Context: an optimization exercise on an open-source flow, tuned for small area and a short achievable clock period. The choices shown serve that exercise and are no tape-out recipe.
RTL that was checked went through simulation tests only; none was proved equivalent to the original.

==> job 4994 <==
==> flow/design.v <==
package trace_pkg;
    localparam int TRACE_W   = 102;
    localparam int WDATA_LSB = 0;
    localparam int WADDR_LSB = 32;
    localparam int WENA_BIT  = 37;
    localparam int INST_LSB  = 38;
    localparam int PC_LSB    = 70;
endpackage
import trace_pkg::*;
module trace_fifo
#(
    parameter int WIDTH = TRACE_W,
    parameter int DEPTH = 16
) (
    input  logic              clk,
    input  logic [DEPTH-1:0]  we,
    input  logic [WIDTH-1:0]  wdata,
    input  logic [DEPTH-1:0]  rsel,
    output logic [WIDTH-1:0]  rdata
);
    logic [WIDTH-1:0] mem [DEPTH];
    always_ff @(posedge clk) begin
        for (int i = 0; i < DEPTH; i++) begin
            if (we[i]) begin
                mem[i] <= wdata;
            end
        end
    end
    always_comb begin
        rdata = '0;
        for (int i = 0; i < DEPTH; i++) begin
            rdata = rdata | (mem[i] & {WIDTH{rsel[i]}});
        end
    end
endmodule
import trace_pkg::*;
module cpu_trace_buffer
#(
    parameter int DEPTH       = 16,
    parameter int MAX_RECORDS = 560
) (
    input  logic        clk,
    input  logic        rst,
    input  logic        trace_en,
    input  logic [31:0] pc,
    input  logic [31:0] inst,
    input  logic        rf_wena,
    input  logic [4:0]  rf_waddr,
    input  logic [31:0] rf_wdata,
    output logic        out_valid,
    input  logic        out_ready,
    output logic [31:0] out_data,
    output logic        out_last,
    output logic        full,
    output logic        empty,
    output logic        overflow,
    output logic [15:0] drop_count,
    output logic [31:0] rec_count,
    output logic        done
);
    localparam int RW = $clog2(MAX_RECORDS + 1);
    logic               w0, w1, w2, w3;
    logic               hsel, nhold;
    localparam int SLOTS = DEPTH + 1;
    logic [SLOTS-1:0]   wsel;        
    logic [SLOTS-1:0]   rsel;        
    logic [SLOTS-1:0]   we;
    logic [4:0]         occ;         
    logic [RW-1:0]      rec;
    logic [TRACE_W-1:0] entry_in;
    logic [TRACE_W-1:0] head;
    logic [69:0]        ent;         
    logic               pop, push, drop, accept;
    assign entry_in = {pc, inst, rf_wena, rf_waddr, rf_wdata};
    assign pop    = !empty && (!out_valid || (w3 && out_ready));
    assign accept = trace_en && !done;
    assign push   = accept && (!full || pop);
    assign drop   = accept && full && !pop;
    assign we = wsel;
    trace_fifo #(
        .WIDTH (TRACE_W),
        .DEPTH (SLOTS)
    ) u_fifo (
        .clk   (clk),
        .we    (we),
        .wdata (entry_in),
        .rsel  (rsel),
        .rdata (head)
    );
    always_ff @(posedge clk or posedge rst) begin
        if (rst) begin
            wsel <= SLOTS'(1);
            rsel <= SLOTS'(1);
            occ  <= '0;
            full  <= 1'b0;
            empty <= 1'b1;
        end else begin
            if (push) wsel <= {wsel[SLOTS-2:0], wsel[SLOTS-1]};
            if (pop)  rsel <= {rsel[SLOTS-2:0], rsel[SLOTS-1]};
            if (push && !pop) begin
                occ   <= occ + 5'd1;
                empty <= 1'b0;
                full  <= (occ == 5'(DEPTH - 1));
            end else if (pop && !push) begin
                occ   <= occ - 5'd1;
                full  <= 1'b0;
                empty <= (occ == 5'd1);
            end
        end
    end
    always_ff @(posedge clk or posedge rst) begin
        if (rst) begin
            rec        <= '0;
            done       <= 1'b0;
            overflow   <= 1'b0;
            drop_count <= '0;
        end else begin
            if (push) begin
                rec  <= rec + 1'b1;
                done <= (rec == RW'(MAX_RECORDS - 1));
            end
            if (drop) begin
                overflow <= 1'b1;
                if (drop_count != 16'hFFFF) begin
                    drop_count <= drop_count + 16'd1;
                end
            end
        end
    end
    assign rec_count = 32'(rec);
    always_ff @(posedge clk or posedge rst) begin
        if (rst) begin
            out_valid <= 1'b0;
            w0    <= 1'b0;
            w1    <= 1'b0;
            w2    <= 1'b0;
            w3    <= 1'b0;
            hsel  <= 1'b1;
            nhold <= 1'b0;
        end else begin
            if (!out_valid || (w3 && out_ready)) begin
                out_valid <= !empty;
                w0    <= !empty;
                w3    <= 1'b0;
                hsel  <= empty;
                nhold <= !empty;
            end else if (out_ready) begin
                w0    <= 1'b0;
                w1    <= w0;
                w2    <= w1;
                w3    <= w2;
                hsel  <= w2;
                nhold <= !w2;
            end
        end
    end
    assign out_last = w3;
    always_ff @(posedge clk) begin
        if (!nhold) begin
            ent <= head[69:0];
        end
    end
    always_ff @(posedge clk) begin
        if (!out_valid || out_ready) begin
            if (hsel)             out_data <= head[PC_LSB +: 32];
            else if (w0)          out_data <= ent[INST_LSB +: 32];
            else if (w1)          out_data <= {ent[WENA_BIT], 26'b0, ent[WADDR_LSB +: 5]};
            else                  out_data <= ent[WDATA_LSB +: 32];
        end
    end
endmodule
==> flow/run.sh <==
#!/bin/bash
# synth_recipe.tcl (not shown) runs the flow's synth.tcl, then flattens the netlist and writes it again
# the make line also repeats each setting of config.mk as NAME=value (left out here)
make -C /OpenROAD-flow-scripts/flow DESIGN_CONFIG=/design/flow/config.mk WORK_HOME=/design/flow/orfs CLKGATE_MAP_FILE= SYNTH_SCRIPT=/design/flow/synth_recipe.tcl finish
==> flow/config.mk <==
export PLATFORM = sky130hd
export DESIGN_NAME = cpu_trace_buffer
export DESIGN_NICKNAME = cpu_trace_buffer
export VERILOG_FILES = /design/flow/design.v
export SDC_FILE = /design/flow/constraint.sdc
export NUM_CORES = 4
export LEC_CHECK = 0
export CAP_MARGIN = 20
export CORE_MARGIN = 2
export CORE_UTILIZATION = 45
export PLACE_DENSITY = 0.6
export SETUP_SLACK_MARGIN = 3.0
export SLEW_MARGIN = 20
==> flow/constraint.sdc <==
create_clock -name core_clock -period 5.5 [get_ports {clk}]
set_input_delay 1.1000 -clock core_clock [delete_from_list [all_inputs] [get_ports {clk}]]
set_output_delay 1.1000 -clock core_clock [all_outputs]
set_load 0.01 [all_outputs]
==> job 6452: changes against job 4994 <==
==> flow/design.v, changed modules only <==
module trace_fifo
#(
    parameter int WIDTH = TRACE_W,
    parameter int DEPTH = 16
) (
    input  logic              clk,
    input  logic [DEPTH-1:0]  we,
    input  logic [WIDTH-1:0]  wdata,
    input  logic [DEPTH-1:0]  rsel_lo,
    input  logic [DEPTH-1:0]  rsel_hi,
    output logic [WIDTH-1:0]  rdata
);
    logic [WIDTH-1:0] mem [DEPTH];
    always_ff @(posedge clk) begin
        for (int i = 0; i < DEPTH; i++) begin
            if (we[i]) begin
                mem[i] <= wdata;
            end
        end
    end
    localparam int LO_W = WIDTH / 2;
    always_comb begin
        rdata = '0;
        for (int i = 0; i < DEPTH; i++) begin
            rdata[LO_W-1:0]     = rdata[LO_W-1:0] | (mem[i][LO_W-1:0] & {LO_W{rsel_lo[i]}});
            rdata[WIDTH-1:LO_W] = rdata[WIDTH-1:LO_W] |
                                  (mem[i][WIDTH-1:LO_W] & {(WIDTH-LO_W){rsel_hi[i]}});
        end
    end
endmodule
module cpu_trace_buffer
#(
    parameter int DEPTH       = 16,
    parameter int MAX_RECORDS = 560
) (
    input  logic        clk,
    input  logic        rst,
    input  logic        trace_en,
    input  logic [31:0] pc,
    input  logic [31:0] inst,
    input  logic        rf_wena,
    input  logic [4:0]  rf_waddr,
    input  logic [31:0] rf_wdata,
    output logic        out_valid,
    input  logic        out_ready,
    output logic [31:0] out_data,
    output logic        out_last,
    output logic        full,
    output logic        empty,
    output logic        overflow,
    output logic [15:0] drop_count,
    output logic [31:0] rec_count,
    output logic        done
);
    localparam int RW = 10;              
    logic               w0, w1, w2, nw3;
    logic               nvalid, nempty, nfull, ndone;
    logic [DEPTH-1:0]   wsel;        
    logic [DEPTH-1:0]   rsel;        
    logic [DEPTH-1:0]   rsel2;       
    logic [DEPTH-1:0]   we;
    logic [4:0]         occ;         
    logic [RW-1:0]      rec;
    logic [TRACE_W-1:0] entry_in;
    logic [TRACE_W-1:0] head;
    logic [TRACE_W-1:0] ent;         
    logic               adv, pop, push, drop, accept;
    logic [4:0]         occ_inc, occ_dec;
    assign entry_in = {pc, inst, rf_wena, rf_waddr, rf_wdata};
    assign occ_inc  = occ + 5'd1;
    assign occ_dec  = occ - 5'd1;
    assign adv    = nvalid || (!nw3 && out_ready);
    assign pop    = nempty && adv;
    assign accept = trace_en && ndone;
    assign push   = accept && (nfull || pop);
    assign drop   = accept && !nfull && !pop;
    assign we = wsel & {DEPTH{nfull || (!nw3 && out_ready)}};
    trace_fifo #(
        .WIDTH (TRACE_W),
        .DEPTH (DEPTH)
    ) u_fifo (
        .clk     (clk),
        .we      (we),
        .wdata   (entry_in),
        .rsel_lo (rsel),
        .rsel_hi (rsel2),
        .rdata   (head)
    );
    always_ff @(posedge clk or posedge rst) begin
        if (rst) begin
            wsel   <= DEPTH'(1);
            rsel   <= DEPTH'(1);
            rsel2  <= DEPTH'(1);
            occ    <= '0;
            full   <= 1'b0;
            nfull  <= 1'b1;
            empty  <= 1'b1;
            nempty <= 1'b0;
        end else begin
            if (push) wsel <= {wsel[DEPTH-2:0], wsel[DEPTH-1]};
            if (pop) begin
                rsel  <= {rsel[DEPTH-2:0], rsel[DEPTH-1]};
                rsel2 <= {rsel2[DEPTH-2:0], rsel2[DEPTH-1]};
            end
            if (push && !pop) begin
                occ    <= occ_inc;
                empty  <= 1'b0;
                nempty <= 1'b1;
                full   <= (occ == 5'(DEPTH - 1));
                nfull  <= (occ != 5'(DEPTH - 1));
            end else if (pop && !push) begin
                occ    <= occ_dec;
                full   <= 1'b0;
                nfull  <= 1'b1;
                empty  <= (occ == 5'd1);
                nempty <= (occ != 5'd1);
            end
        end
    end
    always_ff @(posedge clk or posedge rst) begin
        if (rst) begin
            rec        <= '0;
            done       <= 1'b0;
            ndone      <= 1'b1;
            overflow   <= 1'b0;
            drop_count <= '0;
        end else begin
            if (push) begin
                rec   <= rec + 1'b1;
                done  <= (rec == RW'(MAX_RECORDS - 1));
                ndone <= (rec != RW'(MAX_RECORDS - 1));
            end
            if (drop) begin
                overflow <= 1'b1;
                if (drop_count != 16'hFFFF) begin
                    drop_count <= drop_count + 16'd1;
                end
            end
        end
    end
    assign rec_count = 32'(rec);
    always_ff @(posedge clk or posedge rst) begin
        if (rst) begin
            out_valid <= 1'b0;
            nvalid    <= 1'b1;
            out_last  <= 1'b0;
            w0    <= 1'b0;
            w1    <= 1'b0;
            w2    <= 1'b0;
            nw3   <= 1'b1;
        end else begin
            if (adv) begin
                out_valid <= nempty;
                nvalid    <= !nempty;
                out_last  <= 1'b0;
                w0    <= nempty;
                nw3   <= 1'b1;
            end else if (out_ready) begin
                out_last <= w2;
                w0    <= 1'b0;
                w1    <= w0;
                w2    <= w1;
                nw3   <= !w2;
            end
        end
    end
    always_ff @(posedge clk) begin
        if (adv) begin
            ent <= head;
        end
    end
    logic s_head, s_pc, s_inst, s_rf, s_wdata;
    assign s_head  = adv;
    assign s_pc    = w0 && !out_ready;
    assign s_inst  = out_ready ? w0 : w1;
    assign s_rf    = out_ready ? w1 : w2;
    assign s_wdata = out_ready ? w2 : !nw3;
    always_ff @(posedge clk) begin
        out_data <= ({32{s_head}}  & head[PC_LSB +: 32])
                  | ({32{s_pc}}    & ent[PC_LSB +: 32])
                  | ({32{s_inst}}  & ent[INST_LSB +: 32])
                  | ({32{s_rf}}    & {ent[WENA_BIT], 26'b0, ent[WADDR_LSB +: 5]})
                  | ({32{s_wdata}} & ent[WDATA_LSB +: 32]);
    end
endmodule
==> flow/flow/run.sh (new file) <==
#!/bin/bash
# Own layout flow: the standard flow (standard.sh, unchanged synthesis),
# with the port buffers made as buf_2 cells instead of the default delay
# buffer. The full make output goes to make.log in this folder; ORFS keeps
# each step's own log under orfs/logs/.
set -euo pipefail
export BUFFER_PORTS_ARGS="-buffer_cell sky130_fd_sc_hd__buf_2"
bash standard.sh finish > make.log 2>&1
==> flow/standard.sh (new file) <==
#!/bin/bash
# synth_recipe.tcl (not shown) runs the flow's synth.tcl, then flattens the netlist and writes it again
# the make line also repeats each setting of config.mk as NAME=value (left out here)
make -C /OpenROAD-flow-scripts/flow DESIGN_CONFIG=/design/flow/config.mk WORK_HOME=/design/flow/orfs CLKGATE_MAP_FILE= SYNTH_SCRIPT=/design/flow/synth_recipe.tcl "${@:-finish}"
--- a/flow/config.mk
+++ b/flow/config.mk
@@ -8,6 +8,9 @@
 export CAP_MARGIN = 20
 export CORE_MARGIN = 2
 export CORE_UTILIZATION = 45
+export CTS_CLUSTER_DIAMETER = 80
+export CTS_CLUSTER_SIZE = 30
+export GPL_ROUTABILITY_DRIVEN = 0
 export PLACE_DENSITY = 0.6
 export SETUP_SLACK_MARGIN = 3.0
 export SLEW_MARGIN = 20
removed: flow/run.sh
==> metrics.cfg <==
[global_routing]
grt_pass1_vias=34280
grt_pass1_wl_um=260400

[synthesis]
synth_commonest_cells=edfxtp_1 (1734), a22o_1 (281), a221oi_1 (280)
yosysUniqueCellTypes=48
synth_simple_gate_area_share_pct=3.276

[finish]
drive_above_1_share_pct=15.04
nClkBuffers=97

[power]
p_total_w=0.02463

[hold_path]
min_to=out_data[6]$_DFF_P_

[critical_path]
cp_cell_sequence=buf_6

[timing]
whs_ns=0.4675

[status]
outcome=timing/DRC/antenna clean

That was job 6452.
==> metrics.cfg <==
[power]
p_total_w=0.03070
p_clk_w=0.0123

[global_routing]
grt_pass1_vias=36750
grt_pass1_wl_um=280400

[finish]
nClkBuffers=245
drive_above_1_share_pct=13.25

[synthesis]
yosysUniqueCellTypes=50
synth_simple_gate_area_share_pct=2.953
synth_commonest_cells=edfxtp_1 (1836), a22oi_1 (315), a221oi_1 (272)

[status]
outcome=timing/DRC/antenna clean

[cts]
h-tree-depth=4

[hold_path]
min_to=overflow$_DFFE_PP0P_

[critical_path]
cp_cell_sequence=buf_2

That was job 4994.
The RTL of job 4994 was laid out without a check of its function.

## static timing again, ports no longer ideal
The results above use ideal ports. As a check the final layouts listed here were re-extracted and re-timed, cells and wires unchanged.
Step 1 assumes that a clkbuf_16 drives the clock port and a buf_2 every other input.
Step 2, shift: input delay + t, output delay - t, t = (earliest + latest rising clock arrival at the registers) / 2. This alone moves slack from input paths to output paths.
a / b / c = ideal ports / drivers / drivers and shift; a / b = the first two.
run | t, ns | slack for setup (ns) | slew at the worst register clock pin (ns)
job 4994 | 0.891 | 2.920 / 2.833 / 2.266 | 0.07 / 0.07
job 6452 | 0.803 | 2.986 / 2.902 / 2.271 | 0.12 / 0.12
After both steps every run listed still meets setup and hold. The setup slack of job 6452, which loses most, moves by -0.084 ns with the drivers and by -0.715 ns with both steps.
